Context: an optimization exercise on an open-source flow, tuned for a short achievable clock period and few clock cycles per item. The choices shown serve that exercise and are no tape-out recipe.
In this exercise RTL edits were held to simulation tests only and were not proved equivalent to the original.
Power figures rest on the tool's default switching activity, not on a simulated workload.

tundra:
// fcpu
module fcpu
#(
   parameter int QUEUE_DEPTH = 4
) (
   input  logic                   clk,
   input  logic                   arst_n,
   input  logic [RSV_ID_W-1:0]    rsv_id,
   input  logic                   valid,
   input  logic [1:0]             opcode,
   input  logic [DATA_W-1:0]      address,
   input  logic [DATA_W-1:0]      data,
   output logic                   ready,
   output logic [RSV_ID_W-1:0]    cdb_rsv_id,
   output logic [DATA_W-1:0]      cdb_data,
   output logic                   cdb_fault,
   output logic                   cdb_valid,
   input  logic                   cdb_ready,
   input  logic                   cfg_we,
   input  logic [1:0]             cfg_addr,
   input  logic [DATA_W-1:0]      cfg_wdata,
   output logic [DATA_W-1:0]      cfg_rdata,
   output logic [GMEM_ADDR_W-1:0] araddr,
   output logic                   arvalid,
   input  logic                   arready,
   input  logic [DATA_W-1:0]      rdata,
   input  logic [1:0]             rresp,
   input  logic                   rvalid,
   output logic                   rready,
   output logic [GMEM_ADDR_W-1:0] awaddr,
   output logic                   awvalid,
   input  logic                   awready,
   output logic [DATA_W-1:0]      wdata,
   output logic [DATA_W/8-1:0]    wstrb,
   output logic                   wvalid,
   input  logic                   wready,
   input  logic [1:0]             bresp,
   input  logic                   bvalid,
   output logic                   bready
);
Size: roughly 830 flip-flops.
Settings: LEC_CHECK=0, CAP_MARGIN=20, CORE_MARGIN=2, CORE_UTILIZATION=40, SLEW_MARGIN=20; clock period 5.0 ns.
run.sh (not shown) runs the stock make flow with config.mk's settings and CLKGATE_MAP_FILE= SYNTH_SCRIPT=/design/flow/synth_recipe.tcl, a recipe that flattens the netlist after the stock synthesis.
tundra ended with every stage complete and zero timing, DRC or antenna violations.
Testbench counts of tundra, summed over its fixed seeds: cycles 3,923, items 2,400.
--- input diff tundra..indigo ---
diff --git a/flow/config.mk b/flow/config.mk
--- a/flow/config.mk
+++ b/flow/config.mk
@@ -7,0 +8 @@
+export ABC_CLOCK_PERIOD_IN_PS = 2500
@@ -10,0 +12 @@
+export SETUP_SLACK_MARGIN = 2.4
@@ -11,0 +14 @@
+export TNS_END_PERCENT = 100
Notes after the runs:
Re post-detailed-routing wire length: tundra was lower than indigo. indigo against tundra: met3 demand-to-capacity share in global routing lower, switching power summed over all nets higher. Total area of sequential cells of indigo is on par with tundra. Summary of indigo over tundra: detailed-route wire length per cell grew by about 10%, detailed-route wire length on metal 1 now larger, design area now sits higher.

========
Another version of the RTL of fcpu (not shown whole).
Size in the first run: roughly 2800 cells after synthesis, about 770 flip-flops, ~330 I/O pins, roughly 35000 µm² of cells after synthesis.
==> flow/config.mk <==
export PLATFORM = sky130hd
export DESIGN_NAME = fcpu
export DESIGN_NICKNAME = fcpu
export VERILOG_FILES = /design/flow/design.v
export SDC_FILE = /design/flow/constraint.sdc
export NUM_CORES = 4
export LEC_CHECK = 0
export ABC_CLOCK_PERIOD_IN_PS = 2400
export CAP_MARGIN = 20
export CORE_MARGIN = 2
export CORE_UTILIZATION = 65
export SETUP_SLACK_MARGIN = 2.6
export SLEW_MARGIN = 20
export TNS_END_PERCENT = 100
==> flow/constraint.sdc <==
create_clock -name core_clock -period 5.0 [get_ports {clk}]
set_input_delay 1.0000 -clock core_clock [delete_from_list [all_inputs] [get_ports {clk}]]
set_output_delay 1.0000 -clock core_clock [all_outputs]
set_load 0.01 [all_outputs]
standard.sh (not shown) runs the stock make flow with config.mk's settings and CLKGATE_MAP_FILE= SYNTH_SCRIPT=/design/flow/synth_recipe.tcl, a recipe that flattens the netlist after the stock synthesis.
==> flow/flow/run.sh <==
#!/bin/bash
set -euo pipefail
here=$(pwd)
export PRE_IO_PLACEMENT_TCL="$here/flow/io_groups.tcl"
bash standard.sh > "$here/standard_flow.log" 2>&1
==> flow/flow/io_groups.tcl <==
# cfg_addr selects cfg_rdata combinationally
set_io_pin_constraint -group -order -pin_names {cfg_rdata[0] cfg_rdata[1] cfg_rdata[2] cfg_rdata[3] cfg_rdata[4] cfg_rdata[5] cfg_rdata[6] cfg_rdata[7] cfg_rdata[8] cfg_rdata[9] cfg_rdata[10] cfg_rdata[11] cfg_rdata[12] cfg_rdata[13] cfg_rdata[14] cfg_rdata[15] cfg_addr[0] cfg_addr[1] cfg_rdata[16] cfg_rdata[17] cfg_rdata[18] cfg_rdata[19] cfg_rdata[20] cfg_rdata[21] cfg_rdata[22] cfg_rdata[23] cfg_rdata[24] cfg_rdata[25] cfg_rdata[26] cfg_rdata[27] cfg_rdata[28] cfg_rdata[29] cfg_rdata[30] cfg_rdata[31]}
# the response valids start the next transaction in the same cycle
set_io_pin_constraint -group -order -pin_names {arready arvalid rvalid bvalid awvalid wvalid awready wready rready bready}
# each address bit drives both address ports from one register
set_io_pin_constraint -group -order -pin_names {araddr[2] awaddr[2] araddr[3] awaddr[3] araddr[4] awaddr[4] araddr[5] awaddr[5] araddr[6] awaddr[6] araddr[7] awaddr[7] araddr[8] awaddr[8] araddr[9] awaddr[9] araddr[10] awaddr[10] araddr[11] awaddr[11] araddr[12] awaddr[12] araddr[13] awaddr[13] araddr[14] awaddr[14] araddr[15] awaddr[15] araddr[16] awaddr[16] araddr[17] awaddr[17] araddr[18] awaddr[18] araddr[19] awaddr[19] araddr[20] awaddr[20] araddr[21] awaddr[21] araddr[22] awaddr[22] araddr[23] awaddr[23] araddr[24] awaddr[24] araddr[25] awaddr[25] araddr[26] awaddr[26] araddr[27] awaddr[27] araddr[28] awaddr[28] araddr[29] awaddr[29] araddr[30] awaddr[30] araddr[31] awaddr[31]}
The starting point finished with timing, DRC and antenna clean.
Testbench counts at the start, summed over its fixed seeds: cycles 3,923, items 2,400.
Change:
Settings changed: ABC_CLOCK_PERIOD_IN_PS 2400 to 1500, SETUP_SLACK_MARGIN 2.6 to 2.8.
Effect: The new run finished with capacitance limit, slew limit left. First-iteration DRC count climbs by 68%. Wire length rises by 40%. Cell count is higher by 4.0%. Setup slack gets worse by 720 ps. Critical path depth came out higher by 6. Non-clock buffer count increases by 149. Sequential share of layout area drops by 3.4 points.

========
Another version of the RTL of fcpu (not shown whole).
Size: roughly 900 flip-flops, about 330 I/O pins.
Settings: LEC_CHECK=0, ABC_CLOCK_PERIOD_IN_PS=2400, CAP_MARGIN=20, CORE_MARGIN=2, CORE_UTILIZATION=60, SETUP_SLACK_MARGIN=2.6, SLEW_MARGIN=20, TNS_END_PERCENT=100; clock period 5.0 ns.
run.sh (not shown) runs the stock make flow with config.mk's settings and CLKGATE_MAP_FILE= SYNTH_SCRIPT=/design/flow/synth_recipe.tcl, a recipe that flattens the netlist after the stock synthesis.
Stock flow here: none of the scripts above is used.
Testbench counts at the start, summed over its fixed seeds: cycles 3,923, items 2,400.
==> next run, changes <==
==> flow/flow/run.sh (new file) <==
#!/bin/bash
set -euo pipefail
here=$(pwd)
export PRE_IO_PLACEMENT_TCL="$here/flow/io_groups.tcl"
bash standard.sh > "$here/standard_flow.log" 2>&1
==> flow/flow/io_groups.tcl (new file) <==
# cfg_addr selects cfg_rdata combinationally
set_io_pin_constraint -group -order -pin_names {cfg_rdata[0] cfg_rdata[1] cfg_rdata[2] cfg_rdata[3] cfg_rdata[4] cfg_rdata[5] cfg_rdata[6] cfg_rdata[7] cfg_rdata[8] cfg_rdata[9] cfg_rdata[10] cfg_rdata[11] cfg_rdata[12] cfg_rdata[13] cfg_rdata[14] cfg_rdata[15] cfg_addr[0] cfg_addr[1] cfg_rdata[16] cfg_rdata[17] cfg_rdata[18] cfg_rdata[19] cfg_rdata[20] cfg_rdata[21] cfg_rdata[22] cfg_rdata[23] cfg_rdata[24] cfg_rdata[25] cfg_rdata[26] cfg_rdata[27] cfg_rdata[28] cfg_rdata[29] cfg_rdata[30] cfg_rdata[31]}
# the response valids start the next transaction in the same cycle
set_io_pin_constraint -group -order -pin_names {arready arvalid rvalid bvalid awvalid wvalid awready wready rready bready}
# each address bit drives both address ports from one register
set_io_pin_constraint -group -order -pin_names {araddr[2] awaddr[2] araddr[3] awaddr[3] araddr[4] awaddr[4] araddr[5] awaddr[5] araddr[6] awaddr[6] araddr[7] awaddr[7] araddr[8] awaddr[8] araddr[9] awaddr[9] araddr[10] awaddr[10] araddr[11] awaddr[11] araddr[12] awaddr[12] araddr[13] awaddr[13] araddr[14] awaddr[14] araddr[15] awaddr[15] araddr[16] awaddr[16] araddr[17] awaddr[17] araddr[18] awaddr[18] araddr[19] awaddr[19] araddr[20] awaddr[20] araddr[21] awaddr[21] araddr[22] awaddr[22] araddr[23] awaddr[23] araddr[24] awaddr[24] araddr[25] awaddr[25] araddr[26] awaddr[26] araddr[27] awaddr[27] araddr[28] awaddr[28] araddr[29] awaddr[29] araddr[30] awaddr[30] araddr[31] awaddr[31]}
==> flow/standard.sh (new file) <==
#!/bin/bash
# synth_recipe.tcl (not shown) runs the flow's synth.tcl, then flattens the netlist and writes it again
# the make line also repeats each setting of config.mk as NAME=value (left out here)
make -C /OpenROAD-flow-scripts/flow DESIGN_CONFIG=/design/flow/config.mk WORK_HOME=/design/flow/orfs CLKGATE_MAP_FILE= SYNTH_SCRIPT=/design/flow/synth_recipe.tcl "${@:-finish}"
removed: flow/run.sh
Combinational power grows slightly.
Setup slack degrades by 43 ps.
Wire length barely changes.
Worst hold slack improved by 19 ps.
Synthesized cell count does not change.
Clock-buffer cell count goes down by 13.
Clock skew grows by 13 ps.
Non-clock buffer count goes down by 3.
Sequential share of layout area goes down by 0.14 points.
Final area barely changes.
Final cell count came out lower slightly.

========
## job 101
fcpu, a different RTL version from the one above (not shown whole).
Size: roughly 2500 cells after synthesis, ~330 I/O pins, ~0.036 mm^2 of cells after synthesis.
// fcpu
module fcpu
#(
   parameter int QUEUE_DEPTH = 5
) (
   input  logic                   clk,
   input  logic                   arst_n,
   input  logic [RSV_ID_W-1:0]    rsv_id,
   input  logic                   valid,
   input  logic [1:0]             opcode,
   input  logic [DATA_W-1:0]      address,
   input  logic [DATA_W-1:0]      data,
   output logic                   ready,
   output logic [RSV_ID_W-1:0]    cdb_rsv_id,
   output logic [DATA_W-1:0]      cdb_data,
   output logic                   cdb_fault,
   output logic                   cdb_valid,
   input  logic                   cdb_ready,
   input  logic                   cfg_we,
   input  logic [1:0]             cfg_addr,
   input  logic [DATA_W-1:0]      cfg_wdata,
   output logic [DATA_W-1:0]      cfg_rdata,
   output logic [GMEM_ADDR_W-1:0] araddr,
   output logic                   arvalid,
   input  logic                   arready,
   input  logic [DATA_W-1:0]      rdata,
   input  logic [1:0]             rresp,
   input  logic                   rvalid,
   output logic                   rready,
   output logic [GMEM_ADDR_W-1:0] awaddr,
   output logic                   awvalid,
   input  logic                   awready,
   output logic [DATA_W-1:0]      wdata,
   output logic [DATA_W/8-1:0]    wstrb,
   output logic                   wvalid,
   input  logic                   wready,
   input  logic [1:0]             bresp,
   input  logic                   bvalid,
   output logic                   bready
);
clock: 5.0 ns
lec_check: 0
abc_clock_period_in_ps: 2400
cap_margin: 20
core_margin: 2
core_utilization: 65
setup_slack_margin: 2.6
slew_margin: 20
tns_end_percent: 100
standard.sh (not shown) runs the stock make flow with config.mk's settings and CLKGATE_MAP_FILE= SYNTH_SCRIPT=/design/flow/synth_recipe.tcl, a recipe that flattens the netlist after the stock synthesis.
==> flow/flow/run.sh <==
#!/bin/bash
# The standard layout (standard.sh), with two changes to how it is made:
#  - the I/O pins that share a combinational path (or a driver) are kept together on the edge;
#  - after the standard synthesis, the cfg_rdata read mux is rebuilt as two levels of 2:1
#    muxes (flow/cfg_mux.tcl), since the synthesized one puts a decoder and its fanout
#    buffers between cfg_addr and cfg_rdata, and the bus valids (arvalid, awvalid, wvalid) as
#    NAND gates on the response valids. Registers are not touched.
# Each tool's output goes to a log file of its own in this folder.
set -euo pipefail
here=$(pwd)
export PRE_IO_PLACEMENT_TCL="$here/flow/io_groups.tcl"
bash standard.sh synth > "$here/synth.log" 2>&1
RESULTS_DIR="$here/orfs/results/$FLOW_PLATFORM/fcpu/base" \
  openroad -exit -no_init "$here/flow/cfg_mux.tcl" > "$here/cfg_mux.log" 2>&1
bash standard.sh > "$here/standard_flow.log" 2>&1
==> flow/flow/cfg_mux.tcl <==
# Two hand-built cones on the paths from input to output ports.
# 1. Rebuild the cfg_rdata read mux as two levels of inverting 2:1 muxes (mux2i), so that each
# address bit passes through one or two gates before the output's own. The low half of the
# first level is a nand2 above bit 0, where CTRL reads 0.
# The logic synthesis made for cfg_rdata is left without loads and removed.
read_db $::env(RESULTS_DIR)/1_synth.odb
set db [ord::get_db]
set block [ord::get_db_block]
# Register nets keep Yosys's escaped names (cfg_inst.seg_base\[3\]); ports do not
proc net_of {name} {
  set n [$::block findNet $name]
  if {$n eq "NULL" || $n eq ""} {
    set n [$::block findNet [string map {[ \\[ ] \\]} $name]]
  }
  if {$n eq "NULL" || $n eq ""} { error "no net $name" }
  return $n
}
proc master {name} {
  set m [$::db findMaster $name]
  if {$m eq "NULL" || $m eq ""} { error "no master $name" }
  return $m
}
proc add_inst {mname iname conns} {
  set inst [odb::dbInst_create $::block [master $mname] $iname]
  foreach {pin net} $conns {
    [$inst findITerm $pin] connect $net
  }
  return $inst
}
set a0p [net_of {cfg_addr[0]}]
set a1p [net_of {cfg_addr[1]}]
# One strong buffer per address bit drives all of that bit's selects
set a0 [odb::dbNet_create $block "cfg_rd_a0"]
set a1 [odb::dbNet_create $block "cfg_rd_a1"]
add_inst sky130_fd_sc_hd__buf_16 "cfg_rd_ba0" [list A $a0p X $a0]
add_inst sky130_fd_sc_hd__buf_16 "cfg_rd_ba1" [list A $a1p X $a1]
for {set i 0} {$i < 32} {incr i} {
  set out [net_of "cfg_rdata\[$i\]"]
  foreach it [$out getITerms] {
    if {[$it isOutputSignal]} { $it disconnect }
  }
  set B [net_of "cfg_inst.seg_base\[$i\]"]
  set L [net_of "cfg_inst.seg_limit\[$i\]"]
  set F [net_of "cfg_inst.fault_cnt\[$i\]"]
  set hi [odb::dbNet_create $block "cfg_rd_hi_$i"]
  set lo [odb::dbNet_create $block "cfg_rd_lo_$i"]
  # Even bits select with cfg_addr[0] first, odd bits with cfg_addr[1] first, so that the
  # two address bits carry about the same load
  if {$i % 2 == 0} {
    # hi = !(a0 ? FAULTS : LIMIT), lo = !(a0 ? BASE : CTRL), out = !(a1 ? hi : lo)
    set s1 $a0
    set s2 $a1
    set hA0 $L
    set hA1 $F
    set lA1 $B
  } else {
    # hi = !(a1 ? FAULTS : BASE), lo = !(a1 ? LIMIT : CTRL), out = !(a0 ? hi : lo)
    set s1 $a1
    set s2 $a0
    set hA0 $B
    set hA1 $F
    set lA1 $L
  }
  add_inst sky130_fd_sc_hd__mux2i_1 "cfg_rd_mhi_$i" [list A0 $hA0 A1 $hA1 S $s1 Y $hi]
  if {$i == 0} {
    add_inst sky130_fd_sc_hd__mux2i_1 "cfg_rd_mlo_$i" [list A0 [net_of "cfg_inst.xlat_en"] A1 $lA1 S $s1 Y $lo]
  } else {
    add_inst sky130_fd_sc_hd__nand2_1 "cfg_rd_mlo_$i" [list A $s1 B $lA1 Y $lo]
  }
  add_inst sky130_fd_sc_hd__mux2i_1 "cfg_rd_mout_$i" [list A0 $lo A1 $hi S $s2 Y $out]
}
# The bus valids, valid = idle | (r & rvalid) | (b & bvalid) from three registers each,
# as one NAND level on the response valids:  !(!idle & !(r & rvalid) & !(b & bvalid))
set rv [net_of rvalid]
set bv [net_of bvalid]
# aw_r/w_r and aw_b/w_b hold the same function, and synthesis keeps one net of each pair
proc net_of_any {names} {
  foreach n $names {
    if {![catch {net_of $n} net]} { return $net }
  }
  error "no net of $names"
}
foreach {port fi fr fb} {
  arvalid mmu_inst.ar_i {mmu_inst.ar_r} {mmu_inst.ar_b}
  awvalid mmu_inst.aw_i {mmu_inst.aw_r mmu_inst.w_r} {mmu_inst.aw_b mmu_inst.w_b}
  wvalid  mmu_inst.w_i  {mmu_inst.w_r mmu_inst.aw_r} {mmu_inst.w_b mmu_inst.aw_b}
} {
  set out [net_of $port]
  foreach it [$out getITerms] {
    if {[$it isOutputSignal]} { $it disconnect }
  }
  set vr [odb::dbNet_create $block "${port}_nr"]
  set vb [odb::dbNet_create $block "${port}_nb"]
  add_inst sky130_fd_sc_hd__nand2_1 "${port}_gr" [list A [net_of_any $fr] B $rv Y $vr]
  add_inst sky130_fd_sc_hd__nand2_1 "${port}_gb" [list A [net_of_any $fb] B $bv Y $vb]
  add_inst sky130_fd_sc_hd__nand3b_2 "${port}_go" [list A_N [net_of $fi] B $vr C $vb Y $out]
}
# Remove combinational cells whose outputs reach nothing, until none is left
proc is_seq {m} {
  set n [$m getName]
  return [regexp {__(df|edf|sdf|dl|sdl|einv|conb)} $n]
}
set removed 0
while 1 {
  set dead {}
  foreach inst [$block getInsts] {
    set m [$inst getMaster]
    if {[is_seq $m]} { continue }
    set outs 0
    set used 0
    foreach it [$inst getITerms] {
      if {![$it isOutputSignal]} { continue }
      incr outs
      set n [$it getNet]
      if {$n eq "NULL" || $n eq ""} { continue }
      if {[llength [$n getBTerms]] > 0} { incr used; continue }
      foreach o [$n getITerms] {
        if {![$o isOutputSignal]} { incr used; break }
      }
    }
    if {$outs > 0 && $used == 0} { lappend dead $inst }
  }
  if {[llength $dead] == 0} { break }
  foreach inst $dead {
    set nets {}
    foreach it [$inst getITerms] {
      set n [$it getNet]
      if {$n ne "NULL" && $n ne "" && [$it isOutputSignal]} { lappend nets $n }
    }
    odb::dbInst_destroy $inst
    foreach n $nets {
      if {[llength [$n getITerms]] == 0 && [llength [$n getBTerms]] == 0} { odb::dbNet_destroy $n }
    }
    incr removed
  }
}
puts "cfg_mux: removed $removed cells"
write_db $::env(RESULTS_DIR)/1_synth.odb
Other scripts of this flow, unchanged in this note and not shown: flow/flow/io_groups.tcl
Testbench counts of job 101, summed over its fixed seeds: cycles 3,925, items 2,400.
The inputs of job 102 differ from those of job 101 as listed below.
diff --git a/flow/flow/run.sh b/flow/flow/run.sh
--- a/flow/flow/run.sh
+++ b/flow/flow/run.sh
@@ -2,6 +2,6 @@
 # The standard layout (standard.sh), with two changes to how it is made:
 #  - the I/O pins that share a combinational path (or a driver) are kept together on the edge;
-#  - after the standard synthesis, the cfg_rdata read mux is rebuilt as two levels of 2:1
-#    muxes (flow/cfg_mux.tcl), since the synthesized one puts a decoder and its fanout
+#  - after the standard synthesis, the cfg_rdata read mux is rebuilt as two NAND levels
+#    (flow/cfg_mux.tcl), since the synthesized one puts a decoder and its fanout
 #    buffers between cfg_addr and cfg_rdata, and the bus valids (arvalid, awvalid, wvalid) as
 #    NAND gates on the response valids. Registers are not touched.
diff --git a/flow/flow/cfg_mux.tcl b/flow/flow/cfg_mux.tcl
--- a/flow/flow/cfg_mux.tcl
+++ b/flow/flow/cfg_mux.tcl
@@ -1,6 +1,6 @@
 # Two hand-built cones on the paths from input to output ports.
-# 1. Rebuild the cfg_rdata read mux as two levels of inverting 2:1 muxes (mux2i), so that each
-# address bit passes through one or two gates before the output's own. The low half of the
-# first level is a nand2 above bit 0, where CTRL reads 0.
+# 1. Rebuild the cfg_rdata read mux as two NAND levels (bits 1-31) or two levels of inverting
+# 2:1 muxes (bit 0, which also reads CTRL), so that each address bit passes through two gates
+# before the output's own.
 # The logic synthesis made for cfg_rdata is left without loads and removed.
 read_db $::env(RESULTS_DIR)/1_synth.odb
@@ -43,4 +43,16 @@
   set L [net_of "cfg_inst.seg_limit\[$i\]"]
   set F [net_of "cfg_inst.fault_cnt\[$i\]"]
+  if {$i > 0} {
+    # cfg_rdata = !(t1 & t2 & t3): t3 = !(a1 & a0 & FAULTS), t2 = !(a1 & !a0 & LIMIT),
+    # t1 = !(!a1 & a0 & BASE); CTRL reads 0 above bit 0
+    set t1 [odb::dbNet_create $block "cfg_rd_t1_$i"]
+    set t2 [odb::dbNet_create $block "cfg_rd_t2_$i"]
+    set t3 [odb::dbNet_create $block "cfg_rd_t3_$i"]
+    add_inst sky130_fd_sc_hd__nand3_1  "cfg_rd_g3_$i" [list A $a1 B $a0 C $F Y $t3]
+    add_inst sky130_fd_sc_hd__nand3b_1 "cfg_rd_g2_$i" [list A_N $a0 B $a1 C $L Y $t2]
+    add_inst sky130_fd_sc_hd__nand3b_1 "cfg_rd_g1_$i" [list A_N $a1 B $a0 C $B Y $t1]
+    add_inst sky130_fd_sc_hd__nand3_1  "cfg_rd_go_$i" [list A $t1 B $t2 C $t3 Y $out]
+    continue
+  }
   set hi [odb::dbNet_create $block "cfg_rd_hi_$i"]
   set lo [odb::dbNet_create $block "cfg_rd_lo_$i"]
## What came out
On first-pass GRT wire length, job 102 does worse than job 101. Any difference in delay of the slowest critical-path stage between job 101 and job 102 is small enough to ignore. When job 102 is set beside job 101, its power share of the clock group turns out to be 0.5 points smaller. Taking job 101 as the reference, in job 102 sum of net half-perimeters after detailed placement shows an increase of about 0.9%, data arrival time at the worst-slack endpoint shows a reduction of 0.07 ns. Summary of job 102 over job 101: internal power component dropped 0.69%, wire length on met3 climbed about 18%, peak supply drop climbed 4.4%, overall routed net length climbed 4.8%.
Changes in job 103 relative to job 102:
diff --git a/flow/flow/run.sh b/flow/flow/run.sh
--- a/flow/flow/run.sh
+++ b/flow/flow/run.sh
@@ -2,6 +2,6 @@
 # The standard layout (standard.sh), with two changes to how it is made:
 #  - the I/O pins that share a combinational path (or a driver) are kept together on the edge;
-#  - after the standard synthesis, the cfg_rdata read mux is rebuilt as two NAND levels
-#    (flow/cfg_mux.tcl), since the synthesized one puts a decoder and its fanout
+#  - after the standard synthesis, the cfg_rdata read mux is rebuilt as two levels of 2:1
+#    muxes (flow/cfg_mux.tcl), since the synthesized one puts a decoder and its fanout
 #    buffers between cfg_addr and cfg_rdata, and the bus valids (arvalid, awvalid, wvalid) as
 #    NAND gates on the response valids. Registers are not touched.
diff --git a/flow/flow/cfg_mux.tcl b/flow/flow/cfg_mux.tcl
--- a/flow/flow/cfg_mux.tcl
+++ b/flow/flow/cfg_mux.tcl
@@ -1,6 +1,6 @@
 # Two hand-built cones on the paths from input to output ports.
-# 1. Rebuild the cfg_rdata read mux as two NAND levels (bits 1-31) or two levels of inverting
-# 2:1 muxes (bit 0, which also reads CTRL), so that each address bit passes through two gates
-# before the output's own.
+# 1. Rebuild the cfg_rdata read mux as two levels of inverting 2:1 muxes (mux2i), so that each
+# address bit passes through one or two gates before the output's own. The low half of the
+# first level is a nand2 above bit 0, where CTRL reads 0.
 # The logic synthesis made for cfg_rdata is left without loads and removed.
 read_db $::env(RESULTS_DIR)/1_synth.odb
@@ -43,16 +43,4 @@
   set L [net_of "cfg_inst.seg_limit\[$i\]"]
   set F [net_of "cfg_inst.fault_cnt\[$i\]"]
-  if {$i > 0} {
-    # cfg_rdata = !(t1 & t2 & t3): t3 = !(a1 & a0 & FAULTS), t2 = !(a1 & !a0 & LIMIT),
-    # t1 = !(!a1 & a0 & BASE); CTRL reads 0 above bit 0
-    set t1 [odb::dbNet_create $block "cfg_rd_t1_$i"]
-    set t2 [odb::dbNet_create $block "cfg_rd_t2_$i"]
-    set t3 [odb::dbNet_create $block "cfg_rd_t3_$i"]
-    add_inst sky130_fd_sc_hd__nand3_1  "cfg_rd_g3_$i" [list A $a1 B $a0 C $F Y $t3]
-    add_inst sky130_fd_sc_hd__nand3b_1 "cfg_rd_g2_$i" [list A_N $a0 B $a1 C $L Y $t2]
-    add_inst sky130_fd_sc_hd__nand3b_1 "cfg_rd_g1_$i" [list A_N $a1 B $a0 C $B Y $t1]
-    add_inst sky130_fd_sc_hd__nand3_1  "cfg_rd_go_$i" [list A $t1 B $t2 C $t3 Y $out]
-    continue
-  }
   set hi [odb::dbNet_create $block "cfg_rd_hi_$i"]
   set lo [odb::dbNet_create $block "cfg_rd_lo_$i"]
@@ -80,5 +68,5 @@
     add_inst sky130_fd_sc_hd__nand2_1 "cfg_rd_mlo_$i" [list A $s1 B $lA1 Y $lo]
   }
-  add_inst sky130_fd_sc_hd__mux2i_1 "cfg_rd_mout_$i" [list A0 $lo A1 $hi S $s2 Y $out]
+  add_inst sky130_fd_sc_hd__mux2i_2 "cfg_rd_mout_$i" [list A0 $lo A1 $hi S $s2 Y $out]
 }
 # The bus valids, valid = idle | (r & rvalid) | (b & bvalid) from three registers each,
Notes after the runs:
Compared with job 102, job 103 shows total number of vias that has gone down by a few percent. The cell area after placement of job 103 and that of job 102 are within noise of each other. Job 102 -> job 103: die area flat. Job 102 vs job 103, worst min-delay path category: in -> async vs reg -> reg. Job 103 vs. job 102: worst setup margin shows a reduction of 0.16 ns, tap cell instance count ~0 delta, clock skew ~0 delta.
#### Input delta (job 104 over job 103)
diff --git a/flow/flow/run.sh b/flow/flow/run.sh
--- a/flow/flow/run.sh
+++ b/flow/flow/run.sh
@@ -2,6 +2,6 @@
 # The standard layout (standard.sh), with two changes to how it is made:
 #  - the I/O pins that share a combinational path (or a driver) are kept together on the edge;
-#  - after the standard synthesis, the cfg_rdata read mux is rebuilt as two levels of 2:1
-#    muxes (flow/cfg_mux.tcl), since the synthesized one puts a decoder and its fanout
+#  - after the standard synthesis, the cfg_rdata read mux is rebuilt as two NAND levels
+#    (flow/cfg_mux.tcl), since the synthesized one puts a decoder and its fanout
 #    buffers between cfg_addr and cfg_rdata, and the bus valids (arvalid, awvalid, wvalid) as
 #    NAND gates on the response valids. Registers are not touched.
diff --git a/flow/flow/cfg_mux.tcl b/flow/flow/cfg_mux.tcl
--- a/flow/flow/cfg_mux.tcl
+++ b/flow/flow/cfg_mux.tcl
@@ -1,6 +1,6 @@
 # Two hand-built cones on the paths from input to output ports.
-# 1. Rebuild the cfg_rdata read mux as two levels of inverting 2:1 muxes (mux2i), so that each
-# address bit passes through one or two gates before the output's own. The low half of the
-# first level is a nand2 above bit 0, where CTRL reads 0.
+# 1. Rebuild the cfg_rdata read mux as two NAND levels (bits 1-31) or two levels of inverting
+# 2:1 muxes (bit 0, which also reads CTRL), so that each address bit passes through two gates
+# before the output's own.
 # The logic synthesis made for cfg_rdata is left without loads and removed.
 read_db $::env(RESULTS_DIR)/1_synth.odb
@@ -35,4 +35,9 @@
 add_inst sky130_fd_sc_hd__buf_16 "cfg_rd_ba0" [list A $a0p X $a0]
 add_inst sky130_fd_sc_hd__buf_16 "cfg_rd_ba1" [list A $a1p X $a1]
+# and one inverter per address bit its complemented selects
+set na0 [odb::dbNet_create $block "cfg_rd_na0"]
+set na1 [odb::dbNet_create $block "cfg_rd_na1"]
+add_inst sky130_fd_sc_hd__inv_8 "cfg_rd_ia0" [list A $a0p Y $na0]
+add_inst sky130_fd_sc_hd__inv_8 "cfg_rd_ia1" [list A $a1p Y $na1]
 for {set i 0} {$i < 32} {incr i} {
   set out [net_of "cfg_rdata\[$i\]"]
@@ -43,4 +48,16 @@
   set L [net_of "cfg_inst.seg_limit\[$i\]"]
   set F [net_of "cfg_inst.fault_cnt\[$i\]"]
+  if {$i > 0} {
+    # cfg_rdata = !(t1 & t2 & t3): t3 = !(a1 & a0 & FAULTS), t2 = !(a1 & !a0 & LIMIT),
+    # t1 = !(!a1 & a0 & BASE); CTRL reads 0 above bit 0
+    set t1 [odb::dbNet_create $block "cfg_rd_t1_$i"]
+    set t2 [odb::dbNet_create $block "cfg_rd_t2_$i"]
+    set t3 [odb::dbNet_create $block "cfg_rd_t3_$i"]
+    add_inst sky130_fd_sc_hd__nand3_1 "cfg_rd_g3_$i" [list A $a1 B $a0 C $F Y $t3]
+    add_inst sky130_fd_sc_hd__nand3_1 "cfg_rd_g2_$i" [list A $na0 B $a1 C $L Y $t2]
+    add_inst sky130_fd_sc_hd__nand3_1 "cfg_rd_g1_$i" [list A $na1 B $a0 C $B Y $t1]
+    add_inst sky130_fd_sc_hd__nand3_2 "cfg_rd_go_$i" [list A $t1 B $t2 C $t3 Y $out]
+    continue
+  }
   set hi [odb::dbNet_create $block "cfg_rd_hi_$i"]
   set lo [odb::dbNet_create $block "cfg_rd_lo_$i"]
@@ -68,5 +85,5 @@
     add_inst sky130_fd_sc_hd__nand2_1 "cfg_rd_mlo_$i" [list A $s1 B $lA1 Y $lo]
   }
-  add_inst sky130_fd_sc_hd__mux2i_2 "cfg_rd_mout_$i" [list A0 $lo A1 $hi S $s2 Y $out]
+  add_inst sky130_fd_sc_hd__mux2i_1 "cfg_rd_mout_$i" [list A0 $lo A1 $hi S $s2 Y $out]
 }
 # The bus valids, valid = idle | (r & rvalid) | (b & bvalid) from three registers each,
[summary]
- [job 104] sequential fraction of total cell area fell 1.4 points relative to job 103
- Lower met3 capacity usage during global routing goes to job 103 over job 104.
- According to the power report, total power for job 104 is higher than for job 103.
- Final-layout non-clock buffer area share was higher in job 104 than in job 103.
Here is what was changed in the inputs of job 105 compared with job 104.
diff --git a/flow/flow/run.sh b/flow/flow/run.sh
--- a/flow/flow/run.sh
+++ b/flow/flow/run.sh
@@ -2,6 +2,6 @@
 # The standard layout (standard.sh), with two changes to how it is made:
 #  - the I/O pins that share a combinational path (or a driver) are kept together on the edge;
-#  - after the standard synthesis, the cfg_rdata read mux is rebuilt as two NAND levels
-#    (flow/cfg_mux.tcl), since the synthesized one puts a decoder and its fanout
+#  - after the standard synthesis, the cfg_rdata read mux is rebuilt as two levels of 2:1
+#    muxes (flow/cfg_mux.tcl), since the synthesized one puts a decoder and its fanout
 #    buffers between cfg_addr and cfg_rdata, and the bus valids (arvalid, awvalid, wvalid) as
 #    NAND gates on the response valids. Registers are not touched.
diff --git a/flow/flow/cfg_mux.tcl b/flow/flow/cfg_mux.tcl
--- a/flow/flow/cfg_mux.tcl
+++ b/flow/flow/cfg_mux.tcl
@@ -1,6 +1,6 @@
 # Two hand-built cones on the paths from input to output ports.
-# 1. Rebuild the cfg_rdata read mux as two NAND levels (bits 1-31) or two levels of inverting
-# 2:1 muxes (bit 0, which also reads CTRL), so that each address bit passes through two gates
-# before the output's own.
+# 1. Rebuild the cfg_rdata read mux as two levels of inverting 2:1 muxes (mux2i), so that each
+# address bit passes through one or two gates before the output's own. The low half of the
+# first level is a nand2 above bit 0, where CTRL reads 0.
 # The logic synthesis made for cfg_rdata is left without loads and removed.
 read_db $::env(RESULTS_DIR)/1_synth.odb
@@ -28,16 +28,6 @@
   return $inst
 }
-set a0p [net_of {cfg_addr[0]}]
-set a1p [net_of {cfg_addr[1]}]
-# One strong buffer per address bit drives all of that bit's selects
-set a0 [odb::dbNet_create $block "cfg_rd_a0"]
-set a1 [odb::dbNet_create $block "cfg_rd_a1"]
-add_inst sky130_fd_sc_hd__buf_16 "cfg_rd_ba0" [list A $a0p X $a0]
-add_inst sky130_fd_sc_hd__buf_16 "cfg_rd_ba1" [list A $a1p X $a1]
-# and one inverter per address bit its complemented selects
-set na0 [odb::dbNet_create $block "cfg_rd_na0"]
-set na1 [odb::dbNet_create $block "cfg_rd_na1"]
-add_inst sky130_fd_sc_hd__inv_8 "cfg_rd_ia0" [list A $a0p Y $na0]
-add_inst sky130_fd_sc_hd__inv_8 "cfg_rd_ia1" [list A $a1p Y $na1]
+set a0 [net_of {cfg_addr[0]}]
+set a1 [net_of {cfg_addr[1]}]
 for {set i 0} {$i < 32} {incr i} {
   set out [net_of "cfg_rdata\[$i\]"]
@@ -48,16 +38,4 @@
   set L [net_of "cfg_inst.seg_limit\[$i\]"]
   set F [net_of "cfg_inst.fault_cnt\[$i\]"]
-  if {$i > 0} {
-    # cfg_rdata = !(t1 & t2 & t3): t3 = !(a1 & a0 & FAULTS), t2 = !(a1 & !a0 & LIMIT),
-    # t1 = !(!a1 & a0 & BASE); CTRL reads 0 above bit 0
-    set t1 [odb::dbNet_create $block "cfg_rd_t1_$i"]
-    set t2 [odb::dbNet_create $block "cfg_rd_t2_$i"]
-    set t3 [odb::dbNet_create $block "cfg_rd_t3_$i"]
-    add_inst sky130_fd_sc_hd__nand3_1 "cfg_rd_g3_$i" [list A $a1 B $a0 C $F Y $t3]
-    add_inst sky130_fd_sc_hd__nand3_1 "cfg_rd_g2_$i" [list A $na0 B $a1 C $L Y $t2]
-    add_inst sky130_fd_sc_hd__nand3_1 "cfg_rd_g1_$i" [list A $na1 B $a0 C $B Y $t1]
-    add_inst sky130_fd_sc_hd__nand3_2 "cfg_rd_go_$i" [list A $t1 B $t2 C $t3 Y $out]
-    continue
-  }
   set hi [odb::dbNet_create $block "cfg_rd_hi_$i"]
   set lo [odb::dbNet_create $block "cfg_rd_lo_$i"]
Compared with job 104, wire length in job 105 decreased by a little under 10%.
Comparing job 105 with job 104, the power came out essentially unchanged.
The final worst-path setup slack number comes out lower for job 105 vs job 104.
Of job 105 and job 104, the higher post-route cell area belongs to job 104.
On job 105: area after synthesis is about 0.33% lower than what job 104 gave.
Placeable core region essentially unchanged between job 105 and job 104.

==> port drivers added, routing unchanged <==
No port has a modelled driver above. Below, the same layouts with a new extraction and two added sets of constraints. Step 1, drivers: a clkbuf_16 drives clk and a buf_2 each remaining input, both assumed. Step 2 adds t to the input delays and takes it off the output delays; t is the mean of the earliest and latest rising clock arrival at the registers after step 1. Input paths then give back, and output paths get back, about the clock's delay inside the block. Slacks: no drivers / after step 1 / after step 2; pairs: no drivers / after step 1.
| run | t (ns) | setup WS [ns] | hold WS [ns] | slew at the worst register clock pin (ns) | worst slew at a driven data input, ns |
|---|---|---|---|---|---|
| tundra | 0.730 | 0.935 / 0.913 / 0.913 | 0.418 / 0.407 / 0.418 | 0.07 / 0.07 | 0.06 |
| indigo | 0.728 | 1.797 / 1.769 / 1.563 | 0.421 / 0.417 / 0.421 | 0.07 / 0.07 | 0.13 |
| the first run of note 2 | 0.669 | 2.080 / 1.914 / 1.558 | 0.439 / 0.432 / 0.476 | 0.07 / 0.07 | 0.20 |
| the second run of note 2 | 0.709 | 1.361 / 1.361 / 1.289 | 0.482 / 0.491 / 0.491 | 0.08 / 0.08 | 0.16 |
| the first run of note 3 | 0.696 | 2.078 / 1.934 / 1.411 | 0.408 / 0.378 / 0.433 | 0.07 / 0.07 | 0.19 |
| the second run of note 3 | 0.701 | 2.035 / 2.016 / 1.377 | 0.428 / 0.402 / 0.457 | 0.07 / 0.07 | 0.09 |
| job 101 | 0.682 | 2.252 / 1.983 / 1.916 | 0.402 / 0.380 / 0.420 | 0.07 / 0.07 | 0.32 |
| job 102 | 0.677 | 2.317 / 1.851 / 1.850 | 0.411 / 0.386 / 0.469 | 0.07 / 0.07 | 0.57 |
| job 103 | 0.685 | 2.155 / 2.018 / 1.832 | 0.420 / 0.420 / 0.420 | 0.07 / 0.07 | 0.23 |
| job 104 | 0.692 | 2.305 / 2.056 / 1.923 | 0.429 / 0.395 / 0.461 | 0.07 / 0.07 | 0.31 |
| job 105 | 0.679 | 2.171 / 1.950 / 1.844 | 0.431 / 0.431 / 0.431 | 0.07 / 0.07 | 0.25 |
For the first run of note 3, which loses most, drivers alone change the setup slack by -0.144 ns; drivers and shift together by -0.667 ns.
